This design comes from an exercise in tuning for small area, a short achievable clock period and few clock cycles per item on the open sky130 flow, not from production work. At most, simulation tests tie the RTL to the original design; equivalence was not proved. The RTL of runs 1 to 3 was laid out without a check of its function.

## flow/design.v (module list and top-level ports; edited modules follow where they fit)
// module fp_mul_mult: 952 lines
// module fp_mul_sched: 163 lines
// module fp_mul_sched_top: 29 lines
module fp_mul_sched_top (
    input  logic         clk,
    input  logic         reset_n,
    input  logic [3:0]   req_valid,
    input  logic [127:0] req_x,
    input  logic [127:0] req_y,
    output logic [3:0]   req_ready,
    output logic         res_valid,
    input  logic         res_ready,
    output logic [1:0]   res_id,
    output logic [31:0]  res_data,
    output logic [4:0]   res_flags,
    output logic         busy
);
  // ...
==> flow/flow/run.sh <==
#!/bin/bash
# Own layout flow:
#  2. full-adder polarity pass (fapol.py), then the combinational logic between the full
#     adders and registers mapped again by ABC (resyn.tcl), then the polarity pass again;
#     full/half adders, registers, ports and tie cells are kept
#  3. the ORFS layout with tighter timing repair and the smallest buffer on the ports
# Each tool's output goes to a log file of its own in this folder.
set -euo pipefail
MARGIN=5.0
RES=orfs/results/sky130hd/fp_mul_sched_top/base
LIB=$FLOW_HOME/platforms/sky130hd/lib/sky130_fd_sc_hd__tt_025C_1v80.lib
bash standard.sh synth > synth.log 2>&1
cp $RES/1_2_yosys.v 1_2_yosys.std.v
python3 flow/fapol.py 1_2_yosys.std.v fapol1.v > fapol1.log 2>&1
FLOW_LIB_FILE=$LIB RESYN_IN=fapol1.v RESYN_OUT=resyn.v RESYN_ABC=flow/resyn.abc FLOW_TOP=$FLOW_TOP \
    yosys -c flow/resyn.tcl > resyn.log 2>&1
python3 flow/fapol.py resyn.v $RES/1_2_yosys.v > fapol2.log 2>&1
rm -f $RES/1_synth.odb $RES/1_synth.sdc
bash standard.sh "SETUP_SLACK_MARGIN=$MARGIN" \
    "BUFFER_PORTS_ARGS=-buffer_cell sky130_fd_sc_hd__buf_1" finish > layout.log 2>&1
==> flow/flow/fapol.py <==
#!/usr/bin/env python3
"""Full-adder polarity pass on a flat Yosys netlist (write_verilog -noattr).

A full adder is self-dual: FA(~a, ~b, ~c) = (~cout, ~sum). Synthesis leaves many inverters
between full adders; this pass chooses for every full adder whether it works on true or
complemented signals so that as few inverters as possible are needed, then rebuilds the
inverters. Only combinational inverter cells are removed or added; every other cell, every
register and every port keep their names and connections.

usage: fapol.py IN.v OUT.v
"""
import random
import re
import sys
from collections import defaultdict

INV_RE = re.compile(r'^sky130_fd_sc_hd__(inv|clkinv)_\d+$')
FA_RE = re.compile(r'^sky130_fd_sc_hd__fa_\d+$')
XOR_RE = re.compile(r'^sky130_fd_sc_hd__(xor2|xnor2)_(\d+)$')
OUT_PINS = {'X', 'Y', 'SUM', 'COUT', 'Q', 'Q_N', 'HI', 'LO'}

src = open(sys.argv[1]).read()

# ---- split the single module into header, declarations, assigns and cells ----
m = re.search(r'\bmodule\s+(\S+)\s*\((.*?)\);', src, re.S)
start = m.end()
end = src.rindex('endmodule')
body = src[start:end]

stmts = []
buf = ''
for line in body.split('\n'):
    buf += line + '\n'
    if line.rstrip().endswith(';'):
        stmts.append(buf)
        buf = ''
tail_ws = buf

cell_re = re.compile(r'^\s*(\S+)\s+(\S+)\s*\((.*)\)\s*;\s*$', re.S)
pin_re = re.compile(r'\.(\w+)\s*\(\s*(.*?)\s*\)\s*(?:,|$)', re.S)

items = []          # ('raw', text) or ('cell', type, name, [(pin, net)])
for s in stmts:
    st = s.strip()
    first = st.split(None, 1)[0] if st else ''
    if first in ('input', 'output', 'inout', 'wire', 'reg', 'assign', 'supply0', 'supply1') or not st:
        items.append(('raw', s))
        continue
    cm = cell_re.match(st)
    if not cm:
        items.append(('raw', s))
        continue
    typ, name, pins = cm.group(1), cm.group(2), cm.group(3)
    pl = [(p, n.strip()) for p, n in pin_re.findall(pins)]
    items.append(('cell', typ, name, pl))

ports = set()
for d in re.findall(r'^\s*(?:input|output|inout)\s+(?:\[[^\]]*\]\s*)?(.*?);', body, re.M):
    for n in d.split(','):
        ports.add(n.strip())
# nets used in assign statements are left alone
assign_nets = set()
for it in items:
    if it[0] == 'raw' and it[1].strip().startswith('assign'):
        for tok in re.findall(r'(\\\S+|[A-Za-z_][\w$]*(?:\s*\[\d+\])?)', it[1][it[1].index('assign') + 6:]):
            assign_nets.add(tok.strip())


def base(net):
    return re.sub(r'\s*\[\d+\]$', '', net)


def is_port(net):
    return net in ports or base(net) in ports


def fixed(net):
    return is_port(net) or net in assign_nets or base(net) in assign_nets or net.startswith("1'b") or net == ''


# ---- inverters that may be rebuilt: input and output both internal nets ----
inv_of = {}         # output net -> input net
inv_cells = set()
for i, it in enumerate(items):
    if it[0] == 'cell' and INV_RE.match(it[1]):
        pins = dict(it[3])
        a, y = pins.get('A'), pins.get('Y')
        if a and y and not fixed(a) and not fixed(y):
            inv_of[y] = a
            inv_cells.add(i)


def root(net):
    p = 0
    seen = 0
    while net in inv_of and seen < 100:
        net = inv_of[net]
        p ^= 1
        seen += 1
    return net, p


# loads: every input pin of a kept cell; for each, (root, logical parity)
fa_idx = [i for i, it in enumerate(items) if it[0] == 'cell' and FA_RE.match(it[1])]
fa_set = set(fa_idx)
xor_idx = [i for i, it in enumerate(items) if it[0] == 'cell' and XOR_RE.match(it[1])]
xor_set = set(xor_idx)
driver_fa = {}      # root net -> index of the flippable cell driving it (FA SUM/COUT, XOR X)
for i in fa_idx:
    for p, n in items[i][3]:
        if p in ('SUM', 'COUT'):
            driver_fa[n] = i
for i in xor_idx:
    for p, n in items[i][3]:
        if p in ('X', 'Y'):
            driver_fa[n] = i

loads = []          # (item index, pin, root, parity)
for i, it in enumerate(items):
    if it[0] != 'cell' or i in inv_cells:
        continue
    for p, n in it[3]:
        if p in OUT_PINS or not n:
            continue
        r, par = root(n)
        loads.append((i, p, r, par))

# inverters that stay (port-facing) keep their input as a load
flip = defaultdict(int)


def cost_of_root(r, ldl):
    # physical polarity of r is flip of its driving FA (if any)
    dp = flip[driver_fa[r]] if r in driver_fa else 0
    need = set()
    for (i, p, par) in ldl:
        if i in xor_set:
            continue        # an XOR absorbs an inverted input by swapping XOR / XNOR
        q = par ^ (flip[i] if i in fa_set else 0)
        need.add(q ^ dp)
    return 1 if 1 in need else 0


by_root = defaultdict(list)
for (i, p, r, par) in loads:
    by_root[r].append((i, p, par))
fa_roots = defaultdict(set)
for r, ldl in by_root.items():
    for (i, p, par) in ldl:
        if i in fa_set or i in xor_set:
            fa_roots[i].add(r)
    if r in driver_fa:
        fa_roots[driver_fa[r]].add(r)

nofl = set()
for i in fa_idx + xor_idx:
    for p, n in items[i][3]:
        if p in ('SUM', 'COUT', 'X', 'Y') and fixed(n):
            nofl.add(i)
fa_idx = fa_idx + xor_idx

def local_search():
    improved = True
    passes = 0
    while improved and passes < 50:
        improved = False
        passes += 1
        for f in fa_idx:
            if f in nofl:
                continue
            rs = fa_roots[f]
            old = sum(cost_of_root(r, by_root[r]) for r in rs)
            flip[f] ^= 1
            new = sum(cost_of_root(r, by_root[r]) for r in rs)
            if new >= old:
                flip[f] ^= 1


def total_cost():
    return sum(cost_of_root(r, l) for r, l in by_root.items())


before = total_cost()
local_search()
best = total_cost()
best_flip = dict(flip)
# iterated local search: kick a few full adders and descend again (fixed seed, deterministic)
rng = random.Random(1)
movable = [f for f in fa_idx if f not in nofl]
for it in range(300):
    flip.clear()
    flip.update(best_flip)
    for f in rng.sample(movable, min(len(movable), 8)):
        flip[f] ^= 1
    local_search()
    c = total_cost()
    if c < best:
        best = c
        best_flip = dict(flip)
flip.clear()
flip.update(best_flip)
total = best

# ---- rebuild ----
inv_net = {}        # root -> net carrying its physical complement
new_cells = []
counter = [0]
# a prefix for the new nets and cells that the netlist does not use yet
tag = 1
while f"fapol{tag}_" in src:
    tag += 1
PFX = f"fapol{tag}_"


def complement(r):
    if r not in inv_net:
        counter[0] += 1
        n = f"{PFX}n{counter[0]}"
        inv_net[r] = n
        new_cells.append((n, r))
    return inv_net[r]


out = []
out.append(src[:start])
for i, it in enumerate(items):
    if it[0] == 'raw':
        out.append(it[1])
        continue
    if i in inv_cells:
        continue
    typ, name, pl = it[1], it[2], it[3]
    newpl = []
    swap = flip[i] if i in xor_set else 0
    for p, n in pl:
        if p in OUT_PINS or not n:
            newpl.append((p, n))
            continue
        r, par = root(n)
        dp = flip[driver_fa[r]] if r in driver_fa else 0
        if i in xor_set:
            swap ^= par ^ dp
            newpl.append((p, r))
            continue
        q = par ^ (flip[i] if i in fa_set else 0)
        newpl.append((p, r if q == dp else complement(r)))
    if swap:
        xm = XOR_RE.match(typ)
        typ = f"sky130_fd_sc_hd__{'xnor2' if xm.group(1) == 'xor2' else 'xor2'}_{xm.group(2)}"
        # xor2 drives X, xnor2 drives Y
        newpl = [({'X': 'Y', 'Y': 'X'}.get(p, p), n) for p, n in newpl]
    conn = ',\n    '.join(f'.{p}({n} )' for p, n in newpl)
    out.append(f"  {typ} {name} (\n    {conn}\n  );\n")
for k, (n, r) in enumerate(new_cells):
    out.append(f"  wire {n};\n")
    out.append(f"  sky130_fd_sc_hd__inv_1 {PFX}inv{k + 1} (\n    .A({r} ),\n    .Y({n})\n  );\n")
out.append(tail_ws)
out.append(src[end:])
open(sys.argv[2], 'w').write(''.join(out))
sys.stderr.write(f"fapol: {len(fa_idx)} full adders and XORs, {sum(flip[f] for f in fa_idx)} flipped, "
                 f"{len(inv_cells)} inverters removed, {len(new_cells)} added "
                 f"(cost {before} -> {total})\n")
==> flow/flow/resyn.abc <==
&get -n
&st
&dch
&nf -R 100
&put
topo
stime -c
buffer -c
upsize -c
dnsize -c
==> flow/flow/resyn.tcl <==
# Re-map the combinational logic of the synthesized netlist with ABC (script in resyn.abc).
# Full/half adders, flip-flops, tie cells and the o22ai Booth selectors keep their instances
# and names; every other cell is read as its liberty function and mapped again.
yosys -import
set lib $::env(FLOW_LIB_FILE)
read_liberty -ignore_miss_func $lib
read_verilog $::env(RESYN_IN)
hierarchy -top $::env(FLOW_TOP)
set keep {sky130_fd_sc_hd__fa_* sky130_fd_sc_hd__ha_* sky130_fd_sc_hd__df* sky130_fd_sc_hd__edf* sky130_fd_sc_hd__conb_* sky130_fd_sc_hd__o22ai_*}
setattr -mod -set keep_hierarchy 1 {*}$keep
# the cells to be inlined get private names, so that the wires made for their pins do not
# take over the netlist's own net names
select -set kept {*}[lmap k $keep {string cat t:$k}]
yosys rename -hide $::env(FLOW_TOP)/c:* @kept %d
select -clear
flatten
opt_clean
abc -script $::env(RESYN_ABC) -liberty $lib  -dont_use sky130_fd_sc_hd__probe_p_8 -dont_use sky130_fd_sc_hd__probec_p_8 -dont_use sky130_fd_sc_hd__lpflow_bleeder_1 -dont_use sky130_fd_sc_hd__lpflow_clkbufkapwr_1 -dont_use sky130_fd_sc_hd__lpflow_clkbufkapwr_16 -dont_use sky130_fd_sc_hd__lpflow_clkbufkapwr_2 -dont_use sky130_fd_sc_hd__lpflow_clkbufkapwr_4 -dont_use sky130_fd_sc_hd__lpflow_clkbufkapwr_8 -dont_use sky130_fd_sc_hd__lpflow_clkinvkapwr_1 -dont_use sky130_fd_sc_hd__lpflow_clkinvkapwr_16 -dont_use sky130_fd_sc_hd__lpflow_clkinvkapwr_2 -dont_use sky130_fd_sc_hd__lpflow_clkinvkapwr_4 -dont_use sky130_fd_sc_hd__lpflow_clkinvkapwr_8 -dont_use sky130_fd_sc_hd__lpflow_decapkapwr_12 -dont_use sky130_fd_sc_hd__lpflow_decapkapwr_3 -dont_use sky130_fd_sc_hd__lpflow_decapkapwr_4 -dont_use sky130_fd_sc_hd__lpflow_decapkapwr_6 -dont_use sky130_fd_sc_hd__lpflow_decapkapwr_8 -dont_use sky130_fd_sc_hd__lpflow_inputiso0n_1 -dont_use sky130_fd_sc_hd__lpflow_inputiso0p_1 -dont_use sky130_fd_sc_hd__lpflow_inputiso1n_1 -dont_use sky130_fd_sc_hd__lpflow_inputiso1p_1 -dont_use sky130_fd_sc_hd__lpflow_inputisolatch_1 -dont_use sky130_fd_sc_hd__lpflow_isobufsrc_1 -dont_use sky130_fd_sc_hd__lpflow_isobufsrc_16 -dont_use sky130_fd_sc_hd__lpflow_isobufsrc_2 -dont_use sky130_fd_sc_hd__lpflow_isobufsrc_4 -dont_use sky130_fd_sc_hd__lpflow_isobufsrc_8 -dont_use sky130_fd_sc_hd__lpflow_isobufsrckapwr_16 -dont_use sky130_fd_sc_hd__lpflow_lsbuf_lh_hl_isowell_tap_1 -dont_use sky130_fd_sc_hd__lpflow_lsbuf_lh_hl_isowell_tap_2 -dont_use sky130_fd_sc_hd__lpflow_lsbuf_lh_hl_isowell_tap_4 -dont_use sky130_fd_sc_hd__lpflow_lsbuf_lh_isowell_4 -dont_use sky130_fd_sc_hd__lpflow_lsbuf_lh_isowell_tap_1 -dont_use sky130_fd_sc_hd__lpflow_lsbuf_lh_isowell_tap_2 -dont_use sky130_fd_sc_hd__lpflow_lsbuf_lh_isowell_tap_4
opt_clean
setundef -zero
splitnets
opt_clean -purge
select -module $::env(FLOW_TOP)
stat -liberty $lib
write_verilog -noattr -nohex -nodec -selected $::env(RESYN_OUT)
==> flow/standard.sh <==
#!/bin/bash
# synth_recipe.tcl (not shown) runs the flow's synth.tcl, then flattens the netlist and writes it again
# the make line also repeats each setting of config.mk as NAME=value (left out here)
make -C /OpenROAD-flow-scripts/flow DESIGN_CONFIG=/design/flow/config.mk WORK_HOME=/design/flow/orfs CLKGATE_MAP_FILE= SYNTH_SCRIPT=/design/flow/synth_recipe.tcl "${@:-finish}"
==> flow/config.mk <==
export PLATFORM = sky130hd
export DESIGN_NAME = fp_mul_sched_top
export DESIGN_NICKNAME = fp_mul_sched_top
export VERILOG_FILES = /design/flow/design.v
export SDC_FILE = /design/flow/constraint.sdc
export NUM_CORES = 4
export LEC_CHECK = 0
export ABC_AREA = 1
export CAP_MARGIN = 20
export CORE_MARGIN = 2
export CORE_UTILIZATION = 40
export CTS_BUF_LIST = sky130_fd_sc_hd__clkbuf_8
export SLEW_MARGIN = 20
==> flow/constraint.sdc <==
create_clock -name core_clock -period 10.5 [get_ports {clk}]
set_input_delay 2.1000 -clock core_clock [delete_from_list [all_inputs] [get_ports {clk}]]
set_output_delay 2.1000 -clock core_clock [all_outputs]
set_load 0.01 [all_outputs]
==> flow_metrics.env, run 1 <==
export IMPL_status="complete, no violations"
export IMPL_max_slew_margin_rel=0.243
export IMPL_finalClockSkew_ps=24.3
export IMPL_clk_latency_ps=490
export IMPL_r2r_end="u_sched.top1_q[8]$_DFFE_PP_"
export IMPL_crit_start="res_ready"
export IMPL_numCtsBuffers=17
export IMPL_critPathMaxStageDelay_ps=220
export IMPL_arrival_ps=3350
export IMPL_antenna_found_initial=4
export IMPL_seq_cells=137
export IMPL_nNetsFinal=2799
export IMPL_nonClockInverterCount=151
export IMPL_ys_warn_count=1
export IMPL_layout_commonest_cell="buf_1"
export IMPL_postCtsSetupBuffers=12
export IMPL_cp_max_fo=69
export IMPL_multiInputGateArea_mm2=0.0145
export IMPL_path_depth=7
export IMPL_largestClassByArea="multi-input combinational cells"
export IMPL_synth_fp_nets=2439
export IMPL_syn_avg_cell_area_um2=10.1
export IMPL_final_area_mm2=0.0215
export IMPL_syn_cell_area_mm2=0.0184
export IMPL_clockRootBuffer="clkbuf_8"
export IMPL_instances_no_fill=2799
export IMPL_crit_end="req_ready[2]"
export IMPL_grt_pass1_wl_mm=108
export IMPL_reg2reg_depth=19
export IMPL_required_ps=8400
export IMPL_htree_levels=4
export IMPL_post_place_ws_ps=4310
export IMPL_multi_input_cells=1498
export IMPL_met2_length_mm=33.0
export IMPL_area_growth_pct=16.5
==> module fp_mul_sched, before the edit <==
module fp_mul_sched (
    input  logic           clk,
    input  logic           reset_n,
    input  logic [3:0]     req_valid,
    input  logic [127:0]   req_x,
    input  logic [127:0]   req_y,
    output logic [3:0]     req_ready,
    output logic           res_valid,
    input  logic           res_ready,
    output logic [1:0]     res_id,
    output logic [31:0]    res_data,
    output logic [4:0]     res_flags,
    output logic           busy
);
    localparam logic [1:0] SP_NONE = 2'd0, SP_ZERO = 2'd1, SP_NAN = 2'd2, SP_INF = 2'd3;
    logic [3:0][3:0] prio_q, prio_d;
    logic       v0_q, v1_q;       
    logic       ld1;              
    logic       hold0;            
    logic       en;               
    logic [3:0] first;            
    logic       gnt;
    assign ld1   = !v1_q || res_ready;
    assign hold0 = v0_q && !ld1;
    assign en    = !hold0;
    always_comb begin
        for (int i = 0; i < 4; i++) begin
            first[i] = req_valid[i] && !(|(req_valid & prio_q[i]));
        end
    end
    assign req_ready = first & {4{en}};
    assign gnt       = |req_ready;
    always_comb begin
        prio_d = prio_q;
        for (int g = 0; g < 4; g++) begin
            if (req_ready[g]) begin
                for (int i = 0; i < 4; i++) begin
                    for (int j = 0; j < 4; j++) begin
                        prio_d[i][j] = (j != i) && (((j - g + 3) % 4) < ((i - g + 3) % 4));
                    end
                end
            end
        end
    end
    always_ff @(posedge clk or negedge reset_n) begin
        if (!reset_n) begin
            for (int i = 0; i < 4; i++) begin
                for (int j = 0; j < 4; j++) begin
                    prio_q[i][j] <= (j < i);
                end
            end
            v0_q   <= 1'b0;
            v1_q   <= 1'b0;
        end else begin
            prio_q <= prio_d;
            v0_q   <= gnt || hold0;
            if (ld1) v1_q <= v0_q;
        end
    end
    logic [31:0] x, y;
    logic [22:0] xm0_q, ym0_q;
    logic [7:0]  xe0_q, ye0_q;
    logic [1:0]  id0_q;
    logic        sgn0_q;
    always_comb begin
        x = '0;
        y = '0;
        for (int i = 0; i < 4; i++) begin
            x = x | (req_x[32*i +: 32] & {32{req_ready[i]}});
            y = y | (req_y[32*i +: 32] & {32{req_ready[i]}});
        end
    end
    always_ff @(posedge clk) begin
        xm0_q  <= x[22:0] | (xm0_q & {23{hold0}});
        ym0_q  <= y[22:0] | (ym0_q & {23{hold0}});
        xe0_q  <= x[30:23] | (xe0_q & {8{hold0}});
        ye0_q  <= y[30:23] | (ye0_q & {8{hold0}});
        id0_q  <= {req_ready[3] | req_ready[2], req_ready[3] | req_ready[1]} | (id0_q & {2{hold0}});
        sgn0_q <= (x[31] ^ y[31]) | (sgn0_q & hold0);
    end
    logic [8:0] ec;               
    logic [8:0] es1;              
    logic [9:0] e0;
    logic       nan0, inf0, zero0;
    logic [1:0] sp0;
    assign ec[0] = 1'b1;
    for (genvar i = 0; i < 8; i++) begin : g_eadd
        assign es1[i]  = xe0_q[i] ^ ye0_q[i] ^ ec[i];
        assign ec[i+1] = (xe0_q[i] & ye0_q[i]) | (xe0_q[i] & ec[i]) | (ye0_q[i] & ec[i]);
    end
    assign es1[8] = ec[8];
    assign e0     = {es1[8:7] == 2'b00 ? 3'b111 : {1'b0, es1[8:7] - 2'd1}, es1[6:0]};
    assign zero0 = (xe0_q == 8'h00) || (ye0_q == 8'h00);
    assign nan0  = (xe0_q == 8'hFF && xm0_q != '0) || (ye0_q == 8'hFF && ym0_q != '0);
    assign inf0  = (xe0_q == 8'hFF) || (ye0_q == 8'hFF);
    assign sp0   = zero0 ? SP_ZERO : nan0 ? SP_NAN : inf0 ? SP_INF : SP_NONE;
    logic [14:0] row_s, row_c;
    logic [9:0]  top;
    logic        c_lo, g_mid, p_mid;
    fp_mul_mult u_mult (
        .x_m   (xm0_q),
        .y_m   (ym0_q),
        .row_s (row_s),
        .row_c (row_c),
        .top   (top),
        .c_lo  (c_lo),
        .g_mid (g_mid),
        .p_mid (p_mid)
    );
    logic [14:0] s1_q, c1_q;      
    logic [9:0]  top1_q;          
    logic        clo1_q, gmid1_q, pmid1_q, sgn1_q;
    logic [9:0]  e1_q;
    logic [1:0]  sp1_q, id1_q;
    always_ff @(posedge clk) begin
        if (ld1) begin
            s1_q    <= row_s;
            c1_q    <= row_c;
            top1_q  <= top;
            clo1_q  <= c_lo;
            gmid1_q <= g_mid;
            pmid1_q <= p_mid;
            sgn1_q  <= sgn0_q;
            e1_q    <= e0;
            sp1_q   <= sp0;
            id1_q   <= id0_q;
        end
    end
    logic        cin;
    logic [16:0] sum;
    logic [24:0] p_hi;
    logic        norm;
    logic [7:0]  e_inc;
    logic        unf0, unf1, ovf0, ovf1, spec, inf_f, nan_f, zero_f;
    logic        n0, n1, pinf0, pinf1, unf, ovf;
    assign cin   = gmid1_q | (pmid1_q & clo1_q);
    assign sum   = {1'b0, s1_q, 1'b1} + {1'b0, c1_q, cin};
    logic [9:0] top_inc;
    assign top_inc = top1_q + 10'd1;
    assign p_hi  = {sum[16] ? top_inc : top1_q, sum[15:1]};
    assign norm  = sum[16] ? top_inc[9] : top1_q[9];
    assign e_inc = e1_q[7:0] + 8'd1;
    assign unf0   = e1_q[9] || (e1_q == 10'd0);
    assign unf1   = e1_q[9];
    assign ovf0   = !e1_q[9] && (e1_q >= 10'd255);
    assign ovf1   = !e1_q[9] && (e1_q >= 10'd254);
    assign spec   = (sp1_q != SP_NONE);
    assign zero_f = (sp1_q == SP_ZERO);
    assign nan_f  = (sp1_q == SP_NAN);
    assign inf_f  = (sp1_q == SP_INF);
    assign n0     = !spec && !unf0 && !ovf0;
    assign n1     = !spec && !unf1 && !ovf1;
    assign pinf0  = nan_f || inf_f || (!spec && ovf0);
    assign pinf1  = nan_f || inf_f || (!spec && ovf1);
    assign unf    = !spec && (norm ? unf1 : unf0);
    assign ovf    = !spec && (norm ? ovf1 : ovf0);
    assign res_valid = v1_q;
    assign res_id    = id1_q;
    assign res_flags = {inf_f, nan_f, zero_f, ovf, unf};
    assign res_data  = norm ? {n1 & sgn1_q, n1 ? e_inc : {8{pinf1}}, p_hi[23:1] & {23{n1}}}
                            : {n0 & sgn1_q, n0 ? e1_q[7:0] : {8{pinf0}}, p_hi[22:0] & {23{n0}}};
    assign busy      = v0_q || v1_q;
endmodule
==> run 2, diff against run 1 <==
--- a/flow/design.v
+++ b/flow/design.v
@@ -2,19 +2,19 @@
     localparam int FP_EXP_DEF  = 8;
     localparam int FP_MAN_DEF  = 23;
     localparam int FP_BIAS_DEF = 2 ** (FP_EXP_DEF - 1) - 1;
     localparam int FLAGS_W     = 5;
 endpackage
 module fp_mul_mult (
     input  logic [22:0] x_m,
     input  logic [22:0] y_m,
-    output logic [14:0] row_s,    
-    output logic [14:0] row_c,
-    output logic [9:0] top,      
+    output logic [12:0] row_s,    
+    output logic [12:0] row_c,
+    output logic [11:0] top,      
     output logic        c_lo,    
     output logic        g_mid,   
     output logic        p_mid    
 );
     wire one1 = y_m[0] ^ 1'b0;
     wire two2 = (y_m[1] & ~y_m[0] & ~1'b0) | (~y_m[1] & y_m[0] & 1'b0);
     wire pp3 = ((x_m[0] & one1) | (1'b0 & two2)) ^ y_m[1];
     wire pp4 = ((x_m[1] & one1) | (x_m[0] & two2)) ^ y_m[1];
@@ -947,19 +947,19 @@
     wire c931 = 1'b1 & c839;
     wire [47:0] rs = {s930, s928, s926, s924, s922, s920, s918, s916, s914, s912, s910, s908, s906, s904, s902, s900, s898, s896, s894, s892, s890, s888, s886, s884, s882, s880, s878, s876, s874, s872, s870, s868, s866, s864, s862, s860, s858, s856, s854, s852, s850, s848, s846, s844, s842, pp31, pp4, y_m[1]};
     wire [47:0] rc = {c929, c927, c925, c923, c921, c919, c917, c915, c913, c911, c909, c907, c905, c903, c901, c899, c897, c895, c893, c891, c889, c887, c885, c883, c881, c879, c877, c875, c873, c871, c869, c867, c865, c863, c861, c859, c857, c855, c853, c851, c849, c847, c845, c843, c841, s840, 1'b0, pp3};
     wire [17:0] lo = {1'b0, rs[16:0]} + {1'b0, rc[16:0]};
     wire [6:0] mid = {1'b0, rs[22:17]} + {1'b0, rc[22:17]};
     assign c_lo  = lo[17];
     assign g_mid = mid[6];
     assign p_mid = &(rs[22:17] ^ rc[22:17]);
-    assign row_s = rs[37:23];
-    assign row_c = rc[37:23];
-    assign top   = rs[47:38] + rc[47:38];
+    assign row_s = rs[35:23];
+    assign row_c = rc[35:23];
+    assign top   = rs[47:36] + rc[47:36];
 endmodule
 import fp_mul_pkg::*;
 module fp_mul_sched (
     input  logic           clk,
     input  logic           reset_n,
     input  logic [3:0]     req_valid,
     input  logic [127:0]   req_x,
     input  logic [127:0]   req_y,
@@ -967,57 +967,67 @@
     output logic           res_valid,
     input  logic           res_ready,
     output logic [1:0]     res_id,
     output logic [31:0]    res_data,
     output logic [4:0]     res_flags,
     output logic           busy
 );
     localparam logic [1:0] SP_NONE = 2'd0, SP_ZERO = 2'd1, SP_NAN = 2'd2, SP_INF = 2'd3;
-    logic [3:0][3:0] prio_q, prio_d;
+    logic [3:0][3:0] before_q, before_d;
+    logic [3:0][3:0] prio;        
     logic       v0_q, v1_q;       
     logic       ld1;              
     logic       hold0;            
     logic       en;               
     logic [3:0] first;            
     logic       gnt;
     assign ld1   = !v1_q || res_ready;
     assign hold0 = v0_q && !ld1;
     assign en    = !hold0;
     always_comb begin
         for (int i = 0; i < 4; i++) begin
-            first[i] = req_valid[i] && !(|(req_valid & prio_q[i]));
+            for (int j = 0; j < 4; j++) begin
+                prio[i][j] = (j < i) ? before_q[i][j] : (j > i) ? !before_q[j][i] : 1'b0;
+            end
+        end
+        for (int i = 0; i < 4; i++) begin
+            first[i] = req_valid[i] && !(|(req_valid & prio[i]));
         end
     end
     assign req_ready = first & {4{en}};
     assign gnt       = |req_ready;
     always_comb begin
-        prio_d = prio_q;
+        before_d = before_q;
         for (int g = 0; g < 4; g++) begin
             if (req_ready[g]) begin
                 for (int i = 0; i < 4; i++) begin
-                    for (int j = 0; j < 4; j++) begin
-                        prio_d[i][j] = (j != i) && (((j - g + 3) % 4) < ((i - g + 3) % 4));
+                    for (int j = 0; j < i; j++) begin
+                        before_d[i][j] = ((j - g + 3) % 4) < ((i - g + 3) % 4);
                     end
                 end
             end
         end
     end
     always_ff @(posedge clk or negedge reset_n) begin
         if (!reset_n) begin
             for (int i = 0; i < 4; i++) begin
-                for (int j = 0; j < 4; j++) begin
-                    prio_q[i][j] <= (j < i);
+                for (int j = 0; j < i; j++) begin
+                    before_q[i][j] <= 1'b1;
                 end
             end
-            v0_q   <= 1'b0;
-            v1_q   <= 1'b0;
+            v0_q <= 1'b0;
+            v1_q <= 1'b0;
         end else begin
-            prio_q <= prio_d;
-            v0_q   <= gnt || hold0;
+            for (int i = 0; i < 4; i++) begin
+                for (int j = 0; j < i; j++) begin
+                    before_q[i][j] <= before_d[i][j];
+                end
+            end
+            v0_q <= gnt || hold0;
             if (ld1) v1_q <= v0_q;
         end
     end
     logic [31:0] x, y;
     logic [22:0] xm0_q, ym0_q;
     logic [7:0]  xe0_q, ye0_q;
     logic [1:0]  id0_q;
     logic        sgn0_q;
@@ -1048,61 +1058,59 @@
         assign ec[i+1] = (xe0_q[i] & ye0_q[i]) | (xe0_q[i] & ec[i]) | (ye0_q[i] & ec[i]);
     end
     assign es1[8] = ec[8];
     assign e0     = {es1[8:7] == 2'b00 ? 3'b111 : {1'b0, es1[8:7] - 2'd1}, es1[6:0]};
     assign zero0 = (xe0_q == 8'h00) || (ye0_q == 8'h00);
     assign nan0  = (xe0_q == 8'hFF && xm0_q != '0) || (ye0_q == 8'hFF && ym0_q != '0);
     assign inf0  = (xe0_q == 8'hFF) || (ye0_q == 8'hFF);
     assign sp0   = zero0 ? SP_ZERO : nan0 ? SP_NAN : inf0 ? SP_INF : SP_NONE;
-    logic [14:0] row_s, row_c;
-    logic [9:0]  top;
+    logic [12:0] row_s, row_c;
+    logic [11:0] top;
     logic        c_lo, g_mid, p_mid;
     fp_mul_mult u_mult (
         .x_m   (xm0_q),
         .y_m   (ym0_q),
         .row_s (row_s),
         .row_c (row_c),
         .top   (top),
         .c_lo  (c_lo),
         .g_mid (g_mid),
         .p_mid (p_mid)
     );
-    logic [14:0] s1_q, c1_q;      
-    logic [9:0]  top1_q;          
-    logic        clo1_q, gmid1_q, pmid1_q, sgn1_q;
+    logic [12:0] s1_q, c1_q;      
+    logic [11:0] top1_q;          
+    logic        cin1_q, sgn1_q;
     logic [9:0]  e1_q;
     logic [1:0]  sp1_q, id1_q;
     always_ff @(posedge clk) begin
         if (ld1) begin
             s1_q    <= row_s;
             c1_q    <= row_c;
             top1_q  <= top;
-            clo1_q  <= c_lo;
-            gmid1_q <= g_mid;
-            pmid1_q <= p_mid;
+            cin1_q  <= g_mid | (p_mid & c_lo);
             sgn1_q  <= sgn0_q;
             e1_q    <= e0;
             sp1_q   <= sp0;
             id1_q   <= id0_q;
         end
     end
     logic        cin;
-    logic [16:0] sum;
+    logic [14:0] sum;
     logic [24:0] p_hi;
     logic        norm;
     logic [7:0]  e_inc;
     logic        unf0, unf1, ovf0, ovf1, spec, inf_f, nan_f, zero_f;
     logic        n0, n1, pinf0, pinf1, unf, ovf;
-    assign cin   = gmid1_q | (pmid1_q & clo1_q);
+    assign cin   = cin1_q;
     assign sum   = {1'b0, s1_q, 1'b1} + {1'b0, c1_q, cin};
-    logic [9:0] top_inc;
-    assign top_inc = top1_q + 10'd1;
-    assign p_hi  = {sum[16] ? top_inc : top1_q, sum[15:1]};
-    assign norm  = sum[16] ? top_inc[9] : top1_q[9];
+    logic [11:0] top_inc;
+    assign top_inc = top1_q + 12'd1;
+    assign p_hi  = {sum[14] ? top_inc : top1_q, sum[13:1]};
+    assign norm  = sum[14] ? top_inc[11] : top1_q[11];
     assign e_inc = e1_q[7:0] + 8'd1;
     assign unf0   = e1_q[9] || (e1_q == 10'd0);
     assign unf1   = e1_q[9];
     assign ovf0   = !e1_q[9] && (e1_q >= 10'd255);
     assign ovf1   = !e1_q[9] && (e1_q >= 10'd254);
     assign spec   = (sp1_q != SP_NONE);
     assign zero_f = (sp1_q == SP_ZERO);
     assign nan_f  = (sp1_q == SP_NAN);
--- a/flow/flow/run.sh
+++ b/flow/flow/run.sh
@@ -1,17 +1,17 @@
 #!/bin/bash
 # Own layout flow:
 #  2. full-adder polarity pass (fapol.py), then the combinational logic between the full
 #     adders and registers mapped again by ABC (resyn.tcl), then the polarity pass again;
 #     full/half adders, registers, ports and tie cells are kept
 #  3. the ORFS layout with tighter timing repair and the smallest buffer on the ports
 # Each tool's output goes to a log file of its own in this folder.
 set -euo pipefail
-MARGIN=5.0
+MARGIN=5.15
 RES=orfs/results/sky130hd/fp_mul_sched_top/base
 LIB=$FLOW_HOME/platforms/sky130hd/lib/sky130_fd_sc_hd__tt_025C_1v80.lib
 bash standard.sh synth > synth.log 2>&1
 cp $RES/1_2_yosys.v 1_2_yosys.std.v
 python3 flow/fapol.py 1_2_yosys.std.v fapol1.v > fapol1.log 2>&1
 FLOW_LIB_FILE=$LIB RESYN_IN=fapol1.v RESYN_OUT=resyn.v RESYN_ABC=flow/resyn.abc FLOW_TOP=$FLOW_TOP \
     yosys -c flow/resyn.tcl > resyn.log 2>&1
 python3 flow/fapol.py resyn.v $RES/1_2_yosys.v > fapol2.log 2>&1
==> flow_metrics.env, run 2 <==
export IMPL_status="complete, no violations"
export IMPL_wl_mm=72.2
export IMPL_grt_pass1_wl_mm=106
export IMPL_max_freq_mhz=187
export IMPL_dpl_hpwl_mm=47.0
export IMPL_drc_errors=0
export IMPL_initialDrtViolationCount=2290
export IMPL_antenna_found_initial=2
export IMPL_cts_hold_buf=0
export IMPL_layout_commonest_cell="buf_1"
export IMPL_synth_cells=1781
export IMPL_multiInputGateArea_mm2=0.0145
export IMPL_grt_max_degree=70
export IMPL_synth_fp_nets=2397
export IMPL_worst_setup_path_type="primary input to output pin"
export IMPL_crit_chain="clkbuf_4 > nand2b_4 > nor2_4 > buf_12 > nor3_4 > buf_1"
export IMPL_avgRoutedWirePerCell_um=25.7
export IMPL_hold_ws_ps=450
export IMPL_coreArea_mm2=0.0443
export IMPL_hold_viol=0
export IMPL_hold_class="flip-flop to flip-flop"
export IMPL_regArea_mm2=0.00318
export IMPL_numCtsBuffers=17
export IMPL_reg_top3="u_sched.xm0_q: 23 flops, u_sched.ym0_q: 23 flops"
export IMPL_cp_max_fo=35
export IMPL_finalClockSkew_ps=25.1
export IMPL_nNetsFinal=2821
export IMPL_grt_use_total=0.300
export IMPL_clockRootBuffer="clkbuf_8"
export IMPL_syn_cell_area_mm2=0.0180
export IMPL_critPathMaxStageDelay_ps=260
export IMPL_max_slew_margin_rel=0.220
export IMPL_maxCapViolCount=0
export IMPL_die_area_mm2=0.0467
export IMPL_required_ps=8400
export IMPL_cp_start_kind="primary input"
export IMPL_die_h_um=216
export IMPL_cts_tree="built"
export IMPL_drive_gt1_frac=0.132
export IMPL_initial_core_util=0.406
export IMPL_arrival_ps=3250
export IMPL_cts_path_max_buffers=2
export IMPL_drtAntennaViolNets=0
export IMPL_clk_latency_ps=510
export IMPL_htree_levels=4
export IMPL_finalCritPeriodShare=0.509
export IMPL_globalplace_congestion=0.933
export IMPL_cp_num_buf_inv=3
export IMPL_drtPass1Iterations=9
export IMPL_setup_viol=0
export IMPL_critical_path_top_delay_family="buffers and inverters"
export IMPL_tightest_slew_ps=1170
export IMPL_grt_ovfl_total=0
export IMPL_io_pins=308
export IMPL_grt_pass1_vias=17370
export IMPL_via_per_inst=6.20
export IMPL_finalCriticalPeriod_ps=5350
export IMPL_most_common_layout_cells="buf_1, o22ai_1, fa_1, xor2_1, nand2_1"
export IMPL_cp_end_kind="output pin"
export IMPL_setup_tns_ps=0
export IMPL_syn_avg_cell_area_um2=10.1
export IMPL_cts_sink_count=127
export IMPL_row_count=77
export IMPL_fill_cells=4208
export IMPL_vias=17444
export IMPL_area_growth_pct=22.1
export IMPL_r2r_slack_ps=5270
export IMPL_ys_warn_count=1
export IMPL_die_width_um=216
export IMPL_final_max_slew_violation_count=0
export IMPL_rsz0062_at_grt="true"
export IMPL_cp_slowest_cell="nor2_4"
export IMPL_path_clk_slew_ps=90
export IMPL_port_buffers=307
[run 2: cell types whose count changed in the layout (fill, tap and decap cells not counted), moves of 8 or more]
cell	delta
dfxtp_1	-8
buf_4	+39
xor2_1	+12
o21ai_2	+8
clkinvlp_4	+9
dfxtp_4	+9
inv_1	-15
o21ai_1	-11
a21oi_1	-8
[run 2: repair_timing]
action,4_1_cts,5_1_grt
setup endpoints to repair,44,36
pin swaps,6,7
resized for setup,60,54
buffers inserted,53,30
cloned,23,7
[run 2: per-layer routing]
| metal | global-route usage | up-vias | share of wire |
|---|---|---|---|
| met1 | 0.375 | 8557 | 0.38 |
| met4 | 0.140 | 0 | 0.055 |
| met3 | 0.0863 | 254 | 0.11 |
| li1 | - | 7452 | - |
| met5 | 0 | - | 0 |
| met2 | 0.480 | 1181 | 0.46 |
[run 2: worst register-to-register path: stages (launching register included)]
cell        delay (ps)
dfxtp_2            580
clkinvlp_4         470
o22ai_1            310
xor2_1             230
fa_1               480
fa_1               570
fa_1               430
fa_1               420
ha_2               230
fa_2               360
nand3_1             80
nand2_1            120
a31oi_4            180
o21ai_1            110
a21o_1             200
a21oi_2            140
xnor2_1             70
[run 2: area by class of cell]
cell class	instances	area share
Multi-Input combinational cell	1481	0.663
Sequential cell	127	0.145
Timing Repair Buffer	426	0.109
Tap cell	592	0.0337
Inverter	137	0.0262
Clock buffer	17	0.0107
Clock inverter	15	0.00878
Timing Repair inverter	15	0.00399
Antenna cell	2	0.000228
[run 2: worst paths after layout]
path | start | endpoint | cells after the start
max reg2reg | u_sched.xm0_q[21]$_DFF_P_ | u_sched.top1_q[10]$_DFFE_PP_ | 16
min in group asynchronous | reset_n | u_sched.v1_q$_DFFE_PN0P_ | 1
max in group asynchronous | reset_n | u_sched.before_q[13]$_DFFE_PN1P_ | 1
max | res_ready | req_ready[0] | 6
min | u_sched.id0_q[0]$_DFF_P_ | u_sched.id1_q[0]$_DFFE_PP_ | 0
min reg2reg | u_sched.id0_q[0]$_DFF_P_ | u_sched.id1_q[0]$_DFFE_PP_ | 0
[run 2: per-stage QoR]
stage               instance area, um2  std cells  worst slack (ps)  utilization
global route                     21900       2811              5100        0.495
detailed placement               20000       2665              4260        0.451
finish                           21900       2812              5150        0.495
CTS                              21400       2773              5130        0.483
floorplan                        18100       1781              4890            -
global placement                 20000       2665              4300        0.451
==> run 3, diff against run 2 <==
==> flow/flow/resyn.abc (replaced) <==
&get -n
&st
&dch
&nf
&put
topo
stime -c
buffer -c
upsize -c
dnsize -c
--- a/flow/flow/resyn.tcl
+++ b/flow/flow/resyn.tcl
@@ -1,5 +1,2 @@
-# Re-map the combinational logic of the synthesized netlist with ABC (script in resyn.abc).
-# Full/half adders, flip-flops, tie cells and the o22ai Booth selectors keep their instances
-# and names; every other cell is read as its liberty function and mapped again.
 yosys -import
 set lib $::env(FLOW_LIB_FILE)
@@ -7,5 +4,5 @@
 read_verilog $::env(RESYN_IN)
 hierarchy -top $::env(FLOW_TOP)
-set keep {sky130_fd_sc_hd__fa_* sky130_fd_sc_hd__ha_* sky130_fd_sc_hd__df* sky130_fd_sc_hd__edf* sky130_fd_sc_hd__conb_* sky130_fd_sc_hd__o22ai_*}
+set keep {sky130_fd_sc_hd__fa_* sky130_fd_sc_hd__ha_* sky130_fd_sc_hd__df* sky130_fd_sc_hd__edf* sky130_fd_sc_hd__conb_*}
 setattr -mod -set keep_hierarchy 1 {*}$keep
 # the cells to be inlined get private names, so that the wires made for their pins do not
==> flow_metrics.env, run 3 <==
export IMPL_required_ps=8400
export IMPL_cts_path_max_buffers=2
export IMPL_grt_max_degree=70
export IMPL_hold_class="flip-flop to flip-flop"
export IMPL_nNetsFinal=2765
export IMPL_hold_viol=0
export IMPL_die_width_um=218
export IMPL_setup_viol=0
export IMPL_initialDrtViolationCount=2200
export IMPL_fill_cells=4333
export IMPL_drc_errors=0
export IMPL_tightest_slew_ps=986
export IMPL_htree_levels=4
export IMPL_avgRoutedWirePerCell_um=25.7
export IMPL_port_buffers=307
export IMPL_reg_top3="u_sched.xm0_q: 23 flops, u_sched.ym0_q: 23 flops"
export IMPL_regArea_mm2=0.00316
export IMPL_row_count=78
export IMPL_vias=17293
export IMPL_max_slew_margin_rel=0.343
export IMPL_grt_use_total=0.290
export IMPL_maxCapViolCount=0
export IMPL_cp_end_kind="output pin"
export IMPL_rsz0062_at_grt="true"
export IMPL_globalplace_congestion=0.940
export IMPL_dpl_hpwl_mm=47.2
export IMPL_max_freq_mhz=187
export IMPL_drtPass1Iterations=10
export IMPL_grt_pass1_vias=17592
export IMPL_drive_gt1_frac=0.118
export IMPL_syn_cell_area_mm2=0.0184
export IMPL_post_place_ws_ps=4320
export IMPL_grt_pass1_wl_mm=105
export IMPL_numCtsBuffers=17
export IMPL_clockRootBuffer="clkbuf_8"
export IMPL_finalCritPeriodShare=0.509
export IMPL_antenna_found_initial=0
export IMPL_final_max_slew_violation_count=0
export IMPL_die_area_mm2=0.0477
export IMPL_die_h_um=218
export IMPL_area_growth_pct=19.0
export IMPL_finalCriticalPeriod_ps=5340
export IMPL_diodes=0
export IMPL_finalClockSkew_ps=34.8
export IMPL_layout_commonest_cell="a22oi_1"
export IMPL_via_per_inst=6.26
export IMPL_synth_fp_nets=2422
export IMPL_grt_ovfl_total=0
export IMPL_clk_latency_ps=500
export IMPL_cts_tree="built"
export IMPL_synth_cells=1806
export IMPL_drtAntennaViolNets=0
export IMPL_cp_start_kind="flip-flop"
export IMPL_path_clk_slew_ps=100
export IMPL_setup_tns_ps=0
export IMPL_arrival_ps=3240
export IMPL_cts_sink_count=127
export IMPL_setup_slack_ps=5160
export IMPL_cp_max_fo=6
export IMPL_wl_mm=71.0
export IMPL_worst_setup_path_type="flip-flop to output pin"
export IMPL_io_pins=308
export IMPL_status="complete, no violations"
export IMPL_coreArea_mm2=0.0454
export IMPL_syn_avg_cell_area_um2=10.2
export IMPL_initial_core_util=0.405
export IMPL_most_common_layout_cells="a22oi_1, buf_1, fa_1, xnor2_1, nand2_1"
export IMPL_ys_warn_count=1
export IMPL_multiInputGateArea_mm2=0.0150
run 3: critical path: stages (launching register included):
cell and delay (ps):
edfxtp_1 520, fa_2 390, a211o_1 320, a41oi_4 310, nor3_4 120, or3_4 430
a21bo_4 300, o22ai_2 180, buf_2 170
run 3: layout make-up:
type	count	share of cell area
tap	600	0.0343
sequential	127	0.144
clock inverter	13	0.00555
multi-input combinational	1499	0.685
inverter	95	0.0168
timing repair buffer	409	0.102
clock buffer	19	0.0120
run 3: metal layers:
metal | part of all wire | GRT usage
met2 | 0.45 | 0.459
met1 | 0.39 | 0.379
met5 | 0 | 0
met3 | 0.12 | 0.0743
met4 | 0.041 | 0.110
run 3: final timing paths:
check                                          from                                to  slack (ps)  cells after the start
max                        u_sched.cin1_q$_DFFE_PP_                      res_data[18]        5160                      8
min                        u_sched.id0_q[1]$_DFF_P_        u_sched.id1_q[1]$_DFFE_PP_         450                      0
max reg2reg                u_sched.ym0_q[5]$_DFF_P_          u_sched.cin1_q$_DFFE_PP_        5250                     16
min reg2reg                u_sched.id0_q[1]$_DFF_P_        u_sched.id1_q[1]$_DFFE_PP_         450                      0
max in group asynchronous                   reset_n  u_sched.before_q[13]$_DFFE_PN1P_        8610                      1
min in group asynchronous                   reset_n            u_sched.v0_q$_DFF_PN0_        1540                      1
run 3: repair_timing:
action                                  4_1_cts  5_1_grt
pin swaps                                    35       16
hold buffers                                  0        0
resized for setup                            89       54
endpoints found under the setup margin       50       42
buffers inserted                             16       22
hold endpoints to repair                      0        0
gates cloned                                  8        6
run 3: through the flow:
stage | cells | utilization | instance area (um2) | hold slack [ps]
floorplan | 1806 | - | 18400 | 408
global placement | 2678 | 0.450 | 20400 | 415
detailed placement | 2678 | 0.450 | 20400 | 423
CTS | 2734 | 0.471 | 21400 | 435
global route | 2762 | 0.482 | 21900 | 452
finish | 2762 | 0.482 | 21900 | 450
==> run 4, diff against run 3 <==
--- a/flow/design.v
+++ b/flow/design.v
@@ -973,6 +973,5 @@
 );
     localparam logic [1:0] SP_NONE = 2'd0, SP_ZERO = 2'd1, SP_NAN = 2'd2, SP_INF = 2'd3;
-    logic [3:0][3:0] before_q, before_d;
-    logic [3:0][3:0] prio;        
+    logic [3:0][3:0] prio_q, prio_d;
     logic       v0_q, v1_q;       
     logic       ld1;              
@@ -986,10 +985,5 @@
     always_comb begin
         for (int i = 0; i < 4; i++) begin
-            for (int j = 0; j < 4; j++) begin
-                prio[i][j] = (j < i) ? before_q[i][j] : (j > i) ? !before_q[j][i] : 1'b0;
-            end
-        end
-        for (int i = 0; i < 4; i++) begin
-            first[i] = req_valid[i] && !(|(req_valid & prio[i]));
+            first[i] = req_valid[i] && !(|(req_valid & prio_q[i]));
         end
     end
@@ -997,10 +991,10 @@
     assign gnt       = |req_ready;
     always_comb begin
-        before_d = before_q;
+        prio_d = prio_q;
         for (int g = 0; g < 4; g++) begin
             if (req_ready[g]) begin
                 for (int i = 0; i < 4; i++) begin
-                    for (int j = 0; j < i; j++) begin
-                        before_d[i][j] = ((j - g + 3) % 4) < ((i - g + 3) % 4);
+                    for (int j = 0; j < 4; j++) begin
+                        prio_d[i][j] = (j != i) && (((j - g + 3) % 4) < ((i - g + 3) % 4));
                     end
                 end
@@ -1011,17 +1005,13 @@
         if (!reset_n) begin
             for (int i = 0; i < 4; i++) begin
-                for (int j = 0; j < i; j++) begin
-                    before_q[i][j] <= 1'b1;
+                for (int j = 0; j < 4; j++) begin
+                    prio_q[i][j] <= (j < i);
                 end
             end
-            v0_q <= 1'b0;
-            v1_q <= 1'b0;
+            v0_q   <= 1'b0;
+            v1_q   <= 1'b0;
         end else begin
-            for (int i = 0; i < 4; i++) begin
-                for (int j = 0; j < i; j++) begin
-                    before_q[i][j] <= before_d[i][j];
-                end
-            end
-            v0_q <= gnt || hold0;
+            prio_q <= prio_d;
+            v0_q   <= gnt || hold0;
             if (ld1) v1_q <= v0_q;
         end
@@ -1029,7 +1019,7 @@
     logic [31:0] x, y;
     logic [22:0] xm0_q, ym0_q;
-    logic [7:0]  xe0_q, ye0_q;
     logic [1:0]  id0_q;
     logic        sgn0_q;
+    logic [8:0]  es0_q;           
     always_comb begin
         x = '0;
@@ -1040,28 +1030,27 @@
         end
     end
+    logic       nz_d, xmax_d, ymax_d;
+    logic       nz0_q;            
+    logic       xmax0_q, ymax0_q;    
+    assign nz_d   = (x[30:23] != 8'h00) && (y[30:23] != 8'h00);
+    assign xmax_d = (x[30:23] == 8'hFF);
+    assign ymax_d = (y[30:23] == 8'hFF);
     always_ff @(posedge clk) begin
-        xm0_q  <= x[22:0] | (xm0_q & {23{hold0}});
-        ym0_q  <= y[22:0] | (ym0_q & {23{hold0}});
-        xe0_q  <= x[30:23] | (xe0_q & {8{hold0}});
-        ye0_q  <= y[30:23] | (ye0_q & {8{hold0}});
-        id0_q  <= {req_ready[3] | req_ready[2], req_ready[3] | req_ready[1]} | (id0_q & {2{hold0}});
-        sgn0_q <= (x[31] ^ y[31]) | (sgn0_q & hold0);
+        xm0_q   <= x[22:0] | (xm0_q & {23{hold0}});
+        ym0_q   <= y[22:0] | (ym0_q & {23{hold0}});
+        id0_q   <= {req_ready[3] | req_ready[2], req_ready[3] | req_ready[1]} | (id0_q & {2{hold0}});
+        sgn0_q  <= (x[31] ^ y[31]) | (sgn0_q & hold0);
+        es0_q   <= ({1'b0, x[30:23]} + {1'b0, y[30:23]}) | (es0_q & {9{hold0}});
+        nz0_q   <= nz_d | (nz0_q & hold0);
+        xmax0_q <= xmax_d | (xmax0_q & hold0);
+        ymax0_q <= ymax_d | (ymax0_q & hold0);
     end
-    logic [8:0] ec;               
-    logic [8:0] es1;              
     logic [9:0] e0;
-    logic       nan0, inf0, zero0;
+    logic       nan0, inf0;
     logic [1:0] sp0;
-    assign ec[0] = 1'b1;
-    for (genvar i = 0; i < 8; i++) begin : g_eadd
-        assign es1[i]  = xe0_q[i] ^ ye0_q[i] ^ ec[i];
-        assign ec[i+1] = (xe0_q[i] & ye0_q[i]) | (xe0_q[i] & ec[i]) | (ye0_q[i] & ec[i]);
-    end
-    assign es1[8] = ec[8];
-    assign e0     = {es1[8:7] == 2'b00 ? 3'b111 : {1'b0, es1[8:7] - 2'd1}, es1[6:0]};
-    assign zero0 = (xe0_q == 8'h00) || (ye0_q == 8'h00);
-    assign nan0  = (xe0_q == 8'hFF && xm0_q != '0) || (ye0_q == 8'hFF && ym0_q != '0);
-    assign inf0  = (xe0_q == 8'hFF) || (ye0_q == 8'hFF);
-    assign sp0   = zero0 ? SP_ZERO : nan0 ? SP_NAN : inf0 ? SP_INF : SP_NONE;
+    assign e0   = {1'b0, es0_q} - 10'd127;
+    assign nan0 = (xmax0_q && xm0_q != '0) || (ymax0_q && ym0_q != '0);
+    assign inf0 = xmax0_q || ymax0_q;
+    assign sp0  = !nz0_q ? SP_ZERO : nan0 ? SP_NAN : inf0 ? SP_INF : SP_NONE;
     logic [12:0] row_s, row_c;
     logic [11:0] top;
@@ -1103,8 +1092,6 @@
     assign cin   = cin1_q;
     assign sum   = {1'b0, s1_q, 1'b1} + {1'b0, c1_q, cin};
-    logic [11:0] top_inc;
-    assign top_inc = top1_q + 12'd1;
-    assign p_hi  = {sum[14] ? top_inc : top1_q, sum[13:1]};
-    assign norm  = sum[14] ? top_inc[11] : top1_q[11];
+    assign p_hi  = {top1_q + {11'd0, sum[14]}, sum[13:1]};
+    assign norm  = p_hi[24];
     assign e_inc = e1_q[7:0] + 8'd1;
     assign unf0   = e1_q[9] || (e1_q == 10'd0);
--- a/flow/flow/run.sh
+++ b/flow/flow/run.sh
@@ -7,5 +7,5 @@
 # Each tool's output goes to a log file of its own in this folder.
 set -euo pipefail
-MARGIN=5.15
+MARGIN=5.0
 RES=orfs/results/sky130hd/fp_mul_sched_top/base
 LIB=$FLOW_HOME/platforms/sky130hd/lib/sky130_fd_sc_hd__tt_025C_1v80.lib
==> flow_metrics.env, run 4 <==
export IMPL_reg2reg_depth=19
export IMPL_setup_tns_ps=0
export IMPL_cts_path_max_buffers=2
export IMPL_layout_commonest_cell="a22oi_1"
export IMPL_cp_slowest_cell="edfxtp_1"
export IMPL_arrival_ps=4170
export IMPL_antenna_found_initial=2
export IMPL_nNetsFinal=2828
export IMPL_path_clk_slew_ps=90
export IMPL_port_buffers=307
export IMPL_wl_mm=72.1
export IMPL_grt_max_degree=56
export IMPL_grt_pass1_vias=17543
export IMPL_ys_warn_count=1
export IMPL_crit_top_cell="buf_12"
export IMPL_most_common_layout_cells="a22oi_1, buf_1, fa_1, xnor2_1, nand2_1"
export IMPL_synth_fp_nets=2450
export IMPL_r2r_start="u_sched.ym0_q[15]$_DFF_P_"
export IMPL_cp_start_kind="flip-flop"
export IMPL_htree_levels=4
export IMPL_worst_setup_path_type="flip-flop to output pin"
export IMPL_critical_path_top_delay_family="compound AO/OA/AOI/OAI gates"
export IMPL_coreArea_mm2=0.0455
export IMPL_cp_num_buf_inv=5
export IMPL_regArea_mm2=0.00324
export IMPL_status="complete, no violations"
export IMPL_clk_latency_ps=490
export IMPL_finalCritPeriodShare=0.597
export IMPL_final_area_mm2=0.0226
export IMPL_numCtsBuffers=17
export IMPL_crit_chain="ha_4 > a21o_1 > a21oi_2 > o21a_1 > o31a_1 > o21ai_2 > nand3_1 > nand2_1 > ha_2 > and3_4 > nand3_4 > nor3_4 > xor2_4 > buf_12 > buf_12 > buf_8 > buf_6 > o21ai_4 > o211ai_1 > buf_2"
export IMPL_drive_gt1_frac=0.143
export IMPL_vias=17688
export IMPL_die_width_um=219
export IMPL_syn_cell_area_mm2=0.0185
export IMPL_die_h_um=219
export IMPL_grt_use_total=0.291
export IMPL_required_ps=8400
export IMPL_r2r_end="u_sched.top1_q[10]$_DFFE_PP_"
export IMPL_finalCriticalPeriod_ps=6270
export IMPL_syn_avg_cell_area_um2=10.1
export IMPL_multiInputGateArea_mm2=0.0152
export IMPL_maxCapViolCount=0
export IMPL_row_count=78
export IMPL_die_area_mm2=0.0480
export IMPL_fill_cells=4325
export IMPL_crit_start="u_sched.s1_q[1]$_DFFE_PP_"
export IMPL_grt_ovfl_total=0
export IMPL_via_per_inst=6.26
export IMPL_dpl_hpwl_mm=46.0
export IMPL_final_max_slew_violation_count=0
export IMPL_cts_tree="built"
export IMPL_cp_max_fo=7
export IMPL_max_freq_mhz=160
export IMPL_globalplace_congestion=0.939
export IMPL_setup_viol=0
export IMPL_clockRootBuffer="clkbuf_8"
export IMPL_worstHoldPathCells=0
export IMPL_drtAntennaViolNets=0
export IMPL_drc_errors=0
export IMPL_avgRoutedWirePerCell_um=25.5
export IMPL_hold_end="u_sched.id1_q[0]$_DFFE_PP_"
export IMPL_drtPass1Iterations=9
export IMPL_hp_start="u_sched.id0_q[0]$_DFF_P_"
export IMPL_cts_sink_count=129
export IMPL_post_dp_cell_area_mm2=0.0206
export IMPL_synth_cells=1832
export IMPL_cp_end_kind="output pin"
export IMPL_tightest_slew_ps=939
export IMPL_rsz0062_at_grt="true"
export IMPL_reg_top3="u_sched.xm0_q: 23 flops, u_sched.ym0_q: 23 flops"
export IMPL_max_slew_margin_rel=0.372
export IMPL_r2r_slack_ps=5160
export IMPL_hold_class="flip-flop to flip-flop"
export IMPL_initial_core_util=0.407
export IMPL_area_growth_pct=21.9
export IMPL_finalClockSkew_ps=30.0
export IMPL_io_pins=308
export IMPL_hold_viol=0
export IMPL_initialDrtViolationCount=2218
export IMPL_grt_pass1_wl_mm=106
export IMPL_critPathMaxStageDelay_ps=430
run 4: cell count changes in the layout (fill, tap and decap cells not counted), sizes merged, moves of 8 or more:
cell / delta
nand2: +27
xor2: +24
buf: +23
xnor2: -13
nand3: +9
a21o: +8
and4b: +8
ha: +8
nor2: -8
run 4: timing repair:
action / 4_1_cts / 5_1_grt
cloned: 12 / 9
resized for setup: 109 / 71
hold buffers: 0 / 0
setup buffers: 34 / 31
pin swaps: 30 / 31
setup endpoints to repair: 48 / 41
run 4: worst max path at each step:
stage                   end  depth (start not counted)
2_1_floorplan   res_data[1]                         16
3_3_place_gp    res_data[1]                         16
3_5_place_dp   res_data[16]                         16
4_1_cts         res_data[1]                         17
5_1_grt        res_data[27]                         20
6_report       res_data[27]                         20
run 4: stage by stage:
stage	utilization	hold slack [ps]	setup slack, ps	cells
after floorplan	-	408	5000	1832
after global placement	0.454	414	4060	2705
after detailed placement	0.454	421	3980	2705
after CTS	0.480	443	4060	2783
after global routing	0.496	462	4020	2823
final	0.496	445	4230	2826
run 4: layout make-up:
type,instances,area share
clock buffer,17,0.0104
timing repair buffer,440,0.114
inverter,100,0.0171
multi-input combinational,1522,0.676
sequential,129,0.144
clock inverter,15,0.00588
antenna,3,0.000333
tap,600,0.0333
run 4: worst register-to-register path, stage by stage, from the launching register on:
cell and delay (ps):
dfxtp_4 430, buf_12 200, xor2_1 200, clkbuf_8 320, a22oi_1 150, xor2_1 230
fa_1 470, fa_1 510, inv_1 60, fa_1 510, fa_1 420, ha_1 220
fa_1 400, nand3_1 80, nand2_1 90, a31o_2 290, a31oi_4 210, o21bai_1 100
a21oi_2 130, xnor2_1 80
run 4: per-layer routing:
metal / vias to the layer above / global-route usage / share of wire
li1: 7513 / - / -
met1: 8803 / 0.389 / 0.39
met2: 1199 / 0.458 / 0.46
met3: 171 / 0.0672 / 0.11
met4: 2 / 0.115 / 0.039
met5: - / 0 / 0.00025
Testbench counts of run 4, summed over its fixed seeds: cycles 2,064, items 2,048.

## port drivers added, routing unchanged
No port has a modelled driver above. Below, the same layouts with a new extraction and two added sets of constraints. Step 1 assumes that a clkbuf_16 drives the clock port and a buf_2 every other input. Step 2 adds t to the input delays and takes it off the output delays; t is the mean of the earliest and latest rising clock arrival at the registers after step 1. Input paths then give back, and output paths get back, about the clock's delay inside the block. Three values: no drivers, after step 1, after step 2; two values: the first two.
run	t, ns	setup slack, ns	worst setup path after step 2
run 1	0.539	5.052 / 5.005 / 5.005	input to output
run 2	0.553	5.151 / 5.124 / 5.124	input to output
run 3	0.522	5.158 / 5.117 / 5.192	input to output
run 4	0.519	4.233 / 4.191 / 4.710	register to output
After both steps setup and hold are still met in every run listed. For run 1, which loses most, drivers alone change the setup slack by -0.047 ns; drivers and shift together by -0.047 ns.
